What follows belongs to an exercise in optimizing a design on an open flow for small area; a production flow would make more cautious choices. Only simulation tests tie the RTL to the original design; equivalence was not proved.

==> 01-10: inputs <==
Design reg_file_mp, start of the top module:
module reg_file_mp
#(
    parameter  int XLEN     = 32,
    parameter  int NREGS    = 32,
    parameter  int NRD      = 2,
    parameter  int ZERO_REG = 1,
    parameter  int BYPASS   = 1,
    localparam int AW       = $clog2(NREGS)
) (
    input  logic              clk,
    input  logic              reset,
    input  logic              clear_req,
    output logic              ready,
    input  logic              we0,
    input  logic [AW-1:0]     waddr0,
    input  logic [XLEN-1:0]   wdata0,
    input  logic              we1,
    input  logic [AW-1:0]     waddr1,
    input  logic [XLEN-1:0]   wdata1,
    input  logic [NRD*AW-1:0] raddr,
    output logic [NRD*XLEN-1:0] rdata
);
    localparam int FIRST = (ZERO_REG != 0) ? 1 : 0;
    logic            w_clr_en;
    logic [AW-1:0]   w_clr_addr;
    reg_file_clear_fsm #(
        .NREGS (NREGS),
        .AW    (AW)
    ) u_clear_fsm (
        .clk       (clk),
        .reset     (reset),
        .clear_req (clear_req),
        .ready     (ready),
        .clr_en    (w_clr_en),
        .clr_addr  (w_clr_addr)
    );
    logic [XLEN-1:0] r_mem [NREGS];
  ...
==> module reg_file_rd_tail, before the edit <==
module reg_file_rd_tail
#(
    parameter int N = 11
) (
    input  logic [N-1:0] xn,
    input  logic         ph,
    input  logic         nbyp,
    input  logic         s0,
    input  logic         d0,
    input  logic         s1,
    input  logic         d1,
    output logic         y
);
    assign y = ((ph ^ !(&xn)) && nbyp) || (s0 && d0) || (s1 && d1);
endmodule
==> module reg_file_mp, before the edit <==
module reg_file_mp
#(
    parameter  int XLEN     = 32,
    parameter  int NREGS    = 32,
    parameter  int NRD      = 2,
    parameter  int ZERO_REG = 1,
    parameter  int BYPASS   = 1,
    localparam int AW       = $clog2(NREGS)
) (
    input  logic              clk,
    input  logic              reset,
    input  logic              clear_req,
    output logic              ready,
    input  logic              we0,
    input  logic [AW-1:0]     waddr0,
    input  logic [XLEN-1:0]   wdata0,
    input  logic              we1,
    input  logic [AW-1:0]     waddr1,
    input  logic [XLEN-1:0]   wdata1,
    input  logic [NRD*AW-1:0] raddr,
    output logic [NRD*XLEN-1:0] rdata
);
    localparam int FIRST = (ZERO_REG != 0) ? 1 : 0;
    logic            w_clr_en;
    logic [AW-1:0]   w_clr_addr;
    reg_file_clear_fsm #(
        .NREGS (NREGS),
        .AW    (AW)
    ) u_clear_fsm (
        .clk       (clk),
        .reset     (reset),
        .clear_req (clear_req),
        .ready     (ready),
        .clr_en    (w_clr_en),
        .clr_addr  (w_clr_addr)
    );
    logic [XLEN-1:0] r_mem [NREGS];
    logic            r_phase;
    logic [XLEN-1:0] w_wx0, w_wx1;
    always_ff @(posedge clk) begin
        r_phase <= !(ready && r_phase);
    end
    assign w_wx0 = wdata0 ^ {XLEN{r_phase}};
    assign w_wx1 = wdata1 ^ {XLEN{r_phase}};
    if (FIRST != 0) begin : g_zero
        assign r_mem[0] = '0;
    end
    for (genvar i = FIRST; i < NREGS; i++) begin : g_reg
        logic w_hit0, w_hit1, w_sel0, w_sel1, w_hold;
        assign w_hit0 = we0 && (waddr0 == AW'(i));
        assign w_hit1 = we1 && (waddr1 == AW'(i));
        assign w_sel1 = ready && w_hit1;
        assign w_sel0 = ready && w_hit0 && !w_hit1;
        assign w_hold = ready && !w_hit0 && !w_hit1;
        logic [XLEN-1:0] w_nxt;
        for (genvar b = 0; b < XLEN; b++) begin : g_bit
            reg_file_aoi222 u_upd (
                .a1 (r_mem[i][b]), .a2 (w_hold),
                .b1 (w_wx0[b]),    .b2 (w_sel0),
                .c1 (w_wx1[b]),    .c2 (w_sel1),
                .y  (w_nxt[b])
            );
        end
        always_ff @(posedge clk) begin
            r_mem[i] <= w_nxt;
        end
    end
    for (genvar k = 0; k < NRD; k++) begin : g_rd
        logic [AW-1:0]   w_ra;
        logic            w_nz, w_m0, w_m1, w_byp;
        logic [XLEN-1:0] w_rd;
        logic            w_rsel;
        assign w_ra  = raddr[k*AW +: AW];
        assign w_nz  = (ZERO_REG == 0) || (w_ra != '0);
        assign w_m1  = (BYPASS != 0) && !clear_req && we1 && (waddr1 == w_ra);
        assign w_m0  = (BYPASS != 0) && !clear_req && we0 && (waddr0 == w_ra) && !w_m1;
        assign w_byp = w_m0 || w_m1;
        assign w_rsel = ready && w_nz;
        localparam int LB = 2;
        localparam int HB = AW - LB;
        logic [(1<<LB)-1:0] w_lo;
        logic [(1<<HB)-1:0] w_hi;
        always_comb begin
            for (int j = 0; j < (1 << LB); j++) begin
                w_lo[j] = ready && (w_ra[LB-1:0] == LB'(j));
            end
            for (int j = 0; j < (1 << HB); j++) begin
                w_hi[j] = (w_ra[AW-1:LB] == HB'(j));
            end
        end
        logic [NREGS-1:0] w_sel;
        if (FIRST != 0) begin : g_sel0
            assign w_sel[0] = 1'b0;
        end
        for (genvar i = FIRST; i < NREGS; i++) begin : g_sel
            reg_file_and2 u_sel (
                .a (w_hi[i >> LB]),
                .b (w_lo[i & ((1 << LB) - 1)]),
                .y (w_sel[i])
            );
        end
        logic w_bs0, w_bs1, w_nbyp;
        assign w_bs0  = ready && w_nz && w_m0;
        assign w_bs1  = ready && w_nz && w_m1;
        assign w_nbyp = !w_byp;
        localparam int NS = NREGS - FIRST;        
        localparam int NG = NS / 3;               
        localparam int NR = NS - 3 * NG;          
        for (genvar b = 0; b < XLEN; b++) begin : g_bit
            logic [NS-1:0]    w_gs, w_gd;
            logic [NG+NR-1:0] w_gx;
            always_comb begin
                for (int i = 0; i < NS; i++) begin
                    w_gs[i] = w_sel[FIRST + i];
                    w_gd[i] = r_mem[FIRST + i][b];
                end
            end
            for (genvar g = 0; g < NG; g++) begin : g_grp
                reg_file_aoi222 u_grp (
                    .a1 (w_gd[3*g]),   .a2 (w_gs[3*g]),
                    .b1 (w_gd[3*g+1]), .b2 (w_gs[3*g+1]),
                    .c1 (w_gd[3*g+2]), .c2 (w_gs[3*g+2]),
                    .y  (w_gx[g])
                );
            end
            for (genvar g = 0; g < NR; g++) begin : g_rest
                reg_file_nand2 u_rest (
                    .a (w_gd[3*NG+g]),
                    .b (w_gs[3*NG+g]),
                    .y (w_gx[NG+g])
                );
            end
            reg_file_rd_tail #(
                .N (NG + NR)
            ) u_tail (
                .xn   (w_gx),
                .ph   (w_rsel && r_phase),
                .nbyp (w_nbyp),
                .s0   (w_bs0),
                .d0   (wdata0[b]),
                .s1   (w_bs1),
                .d1   (wdata1[b]),
                .y    (w_rd[b])
            );
        end
        assign rdata[k*XLEN +: XLEN] = w_rd;
    end
endmodule
export LEC_CHECK = 0
export CAP_MARGIN = 20
export CELL_PAD_IN_SITES_DETAIL_PLACEMENT = 1
export CELL_PAD_IN_SITES_GLOBAL_PLACEMENT = 1
export CORE_MARGIN = 2
export CORE_UTILIZATION = 40
export SETUP_SLACK_MARGIN = 0.2
export SLEW_MARGIN = 20
export SYNTH_HIERARCHICAL = 1
create_clock -name core_clock -period 6.0 [get_ports {clk}]
standard.sh (not shown) runs the stock make flow with config.mk's settings and CLKGATE_MAP_FILE= SYNTH_SCRIPT=/design/flow/synth_recipe.tcl, a recipe that flattens the netlist after the stock synthesis.
==> flow/flow/run.sh <==
#!/bin/bash
# Standard ORFS layout (the standard.sh, standard synthesis unchanged) with
# two placement/CTS options changed:
#  - port buffers use buf_2 (the default picks a slow delay buffer);
#  - clock tree built from clkbuf_8 in sink clusters of at most 16 sinks and
#    50 um, without dummy loads.
# make's full output goes to flow_make.log here; ORFS keeps each step's log
# under orfs/logs/.
set -euo pipefail
bash standard.sh \
  "BUFFER_PORTS_ARGS=-buffer_cell sky130_fd_sc_hd__buf_2" \
  "CTS_ARGS=-sink_clustering_enable -sink_clustering_size 16 -sink_clustering_max_diameter 50 -repair_clock_nets -dont_use_dummy_load -buf_list sky130_fd_sc_hd__clkbuf_8" \
  finish > flow_make.log 2>&1
==> 08-24 (differences from 01-10) <==
--- a/flow/design.v
+++ b/flow/design.v
@@ -40,3 +40,51 @@
 );
-    assign y = ((ph ^ !(&xn)) && nbyp) || (s0 && d0) || (s1 && d1);
+    localparam int NP = (N + 3) / 4;
+    logic [NP-1:0] w_p;
+    logic          w_tn;
+    for (genvar j = 0; j < NP; j++) begin : g_p
+        localparam int W = (N - 4 * j >= 4) ? 4 : N - 4 * j;
+        reg_file_nand_n #(.N (W)) u_nand (.a (xn[4*j +: W]), .y (w_p[j]));
+    end
+    reg_file_rd_veto #(.N (NP)) u_veto (.p (w_p), .nbyp (nbyp), .ph (ph), .tn (w_tn));
+    reg_file_rd_out u_out (.tn (w_tn), .s0 (s0), .d0 (d0), .s1 (s1), .d1 (d1), .y (y));
+endmodule
+`default_nettype wire
+`default_nettype none
+module reg_file_nand_n
+#(
+    parameter int N = 4
+) (
+    input  logic [N-1:0] a,
+    output logic         y
+);
+    assign y = !(&a);
+endmodule
+`default_nettype wire
+`default_nettype none
+module reg_file_rd_veto
+#(
+    parameter int N = 3
+) (
+    input  logic [N-1:0] p,
+    input  logic         nbyp,
+    input  logic         ph,
+    output logic         tn
+);
+    logic w_rn;
+    assign w_rn = !((|p) && nbyp);
+    assign tn   = w_rn ^ ph;
+endmodule
+`default_nettype wire
+`default_nettype none
+module reg_file_rd_out (
+    input  logic tn,
+    input  logic s0,
+    input  logic d0,
+    input  logic s1,
+    input  logic d1,
+    output logic y
+);
+    logic w_bn;
+    assign w_bn = !((s0 && d0) || (s1 && d1));
+    assign y    = !(tn && w_bn);
 endmodule
@@ -232,3 +280,3 @@
                 .xn   (w_gx),
-                .ph   (w_rsel && r_phase),
+                .ph   (w_rsel && r_phase && w_nbyp),
                 .nbyp (w_nbyp),
==> flow/flow/run.sh (replaced) <==
#!/bin/bash
# Standard ORFS layout (the standard.sh, standard synthesis unchanged) with
# two placement/CTS options changed:
#  - port buffers use buf_2 (the default picks a slow delay buffer);
#  - clock tree built from clkbuf_16 in sink clusters of at most 24 sinks and
#    80 um, without dummy loads.
# make's full output goes to flow_make.log here; ORFS keeps each step's log
# under orfs/logs/.
set -euo pipefail
bash standard.sh \
  "BUFFER_PORTS_ARGS=-buffer_cell sky130_fd_sc_hd__buf_2" \
  "CTS_ARGS=-sink_clustering_enable -sink_clustering_size 24 -sink_clustering_max_diameter 80 -repair_clock_nets -dont_use_dummy_load -buf_list sky130_fd_sc_hd__clkbuf_16" \
  finish > flow_make.log 2>&1
Settings changed: PLACE_DENSITY from default to 0.7.
==> 09-06 (differences from 01-10) <==
==> flow/flow/run.sh (replaced) <==
#!/bin/bash
# Standard ORFS layout (the standard.sh, standard synthesis unchanged) with
# two placement/CTS options changed:
#  - port buffers use buf_2 (the default picks a slow delay buffer);
#  - clock tree built from clkbuf_16 in sink clusters of at most 24 sinks and
#    80 um, without dummy loads.
# make's full output goes to flow_make.log here; ORFS keeps each step's log
# under orfs/logs/.
set -euo pipefail
bash standard.sh \
  "BUFFER_PORTS_ARGS=-buffer_cell sky130_fd_sc_hd__buf_2" \
  "CTS_ARGS=-sink_clustering_enable -sink_clustering_size 24 -sink_clustering_max_diameter 80 -repair_clock_nets -dont_use_dummy_load -buf_list sky130_fd_sc_hd__clkbuf_16" \
  finish > flow_make.log 2>&1
Settings changed: PLACE_DENSITY from default to 0.7.
==> key figures <==
Logic synthesis
  – Syn_nets: 3,688

Global route
  – Initial antenna violation count: 22
  – GRT met2 Usage: 62.57%

Run status
  – Layout check faults: negative setup slack
  – Run status: failed layout checks

Placement
  – GP Congestion: 1.032

Timing
  – Sum of negative setup slack: -0.03447 ns
  – Finish-stage setup viols: 1
  – Setup ws final: -0.03447 ns

Finish
  – Seq area share: 39.85%
-- figures above: 08-24

==> key figures <==
Run status
  – Run status: timing/DRC/antenna clean

Timing
  – Setup ws final: 0.06451 ns
  – Sum of negative setup slack: 0 ns
  – Finish-stage setup viols: 0

Global route
  – Initial antenna violation count: 1
  – GRT met2 Usage: 59.57%

Clocking
  – Max clock buf depth: 3

Critical path
  – WS Path Type: reg -> out

Finish
  – Area grow syn2layout: 16.61%

Placement
  – Number of port buffers: 153
  – GP Congestion: 1.021

Die
  – # Taps: 1,391
-- figures above: 09-06

==> key figures <==
Run status
  – Run status: timing/DRC/antenna clean

Finish
  – Seq area share: 39.65%

Timing
  – Finish-stage setup viols: 0
  – Setup ws final: 0.1838 ns
  – Sum of negative setup slack: 0 ns

Logic synthesis
  – Syn_nets: 3,687

Global route
  – Initial antenna violation count: 5
  – GRT met2 Usage: 66.74%
-- figures above: 01-10

port drivers added, routing unchanged:
In the flow no input, the clock included, has a driving cell. The finished layouts below were timed again as built, in two steps.
Step 1 sets driving cells, clkbuf_16 on the clock port and buf_2 on the other inputs (assumed; they add their load-dependent delay and slew).
Step 2 times the ports against the registers' clock, not the clock port: input delays grow and output delays shrink by t, the midpoint of the rising clock arrivals with the driver on.
a / b / c = no drivers / after step 1 / after step 2; a / b = the first two.
run	t, ns	setup WS [ns]	worst hold slack (ns)
01-10	0.859	0.184 / 0.136 / 0.163	0.502 / 0.502 / 0.502
08-24	0.779	-0.034 / -0.188 / -0.188	0.499 / 0.499 / 0.499
09-06	0.754	0.065 / -0.008 / 0.165	0.501 / 0.501 / 0.501
For 08-24, which loses most, drivers alone change the setup slack by -0.154 ns; drivers and shift together by -0.154 ns.
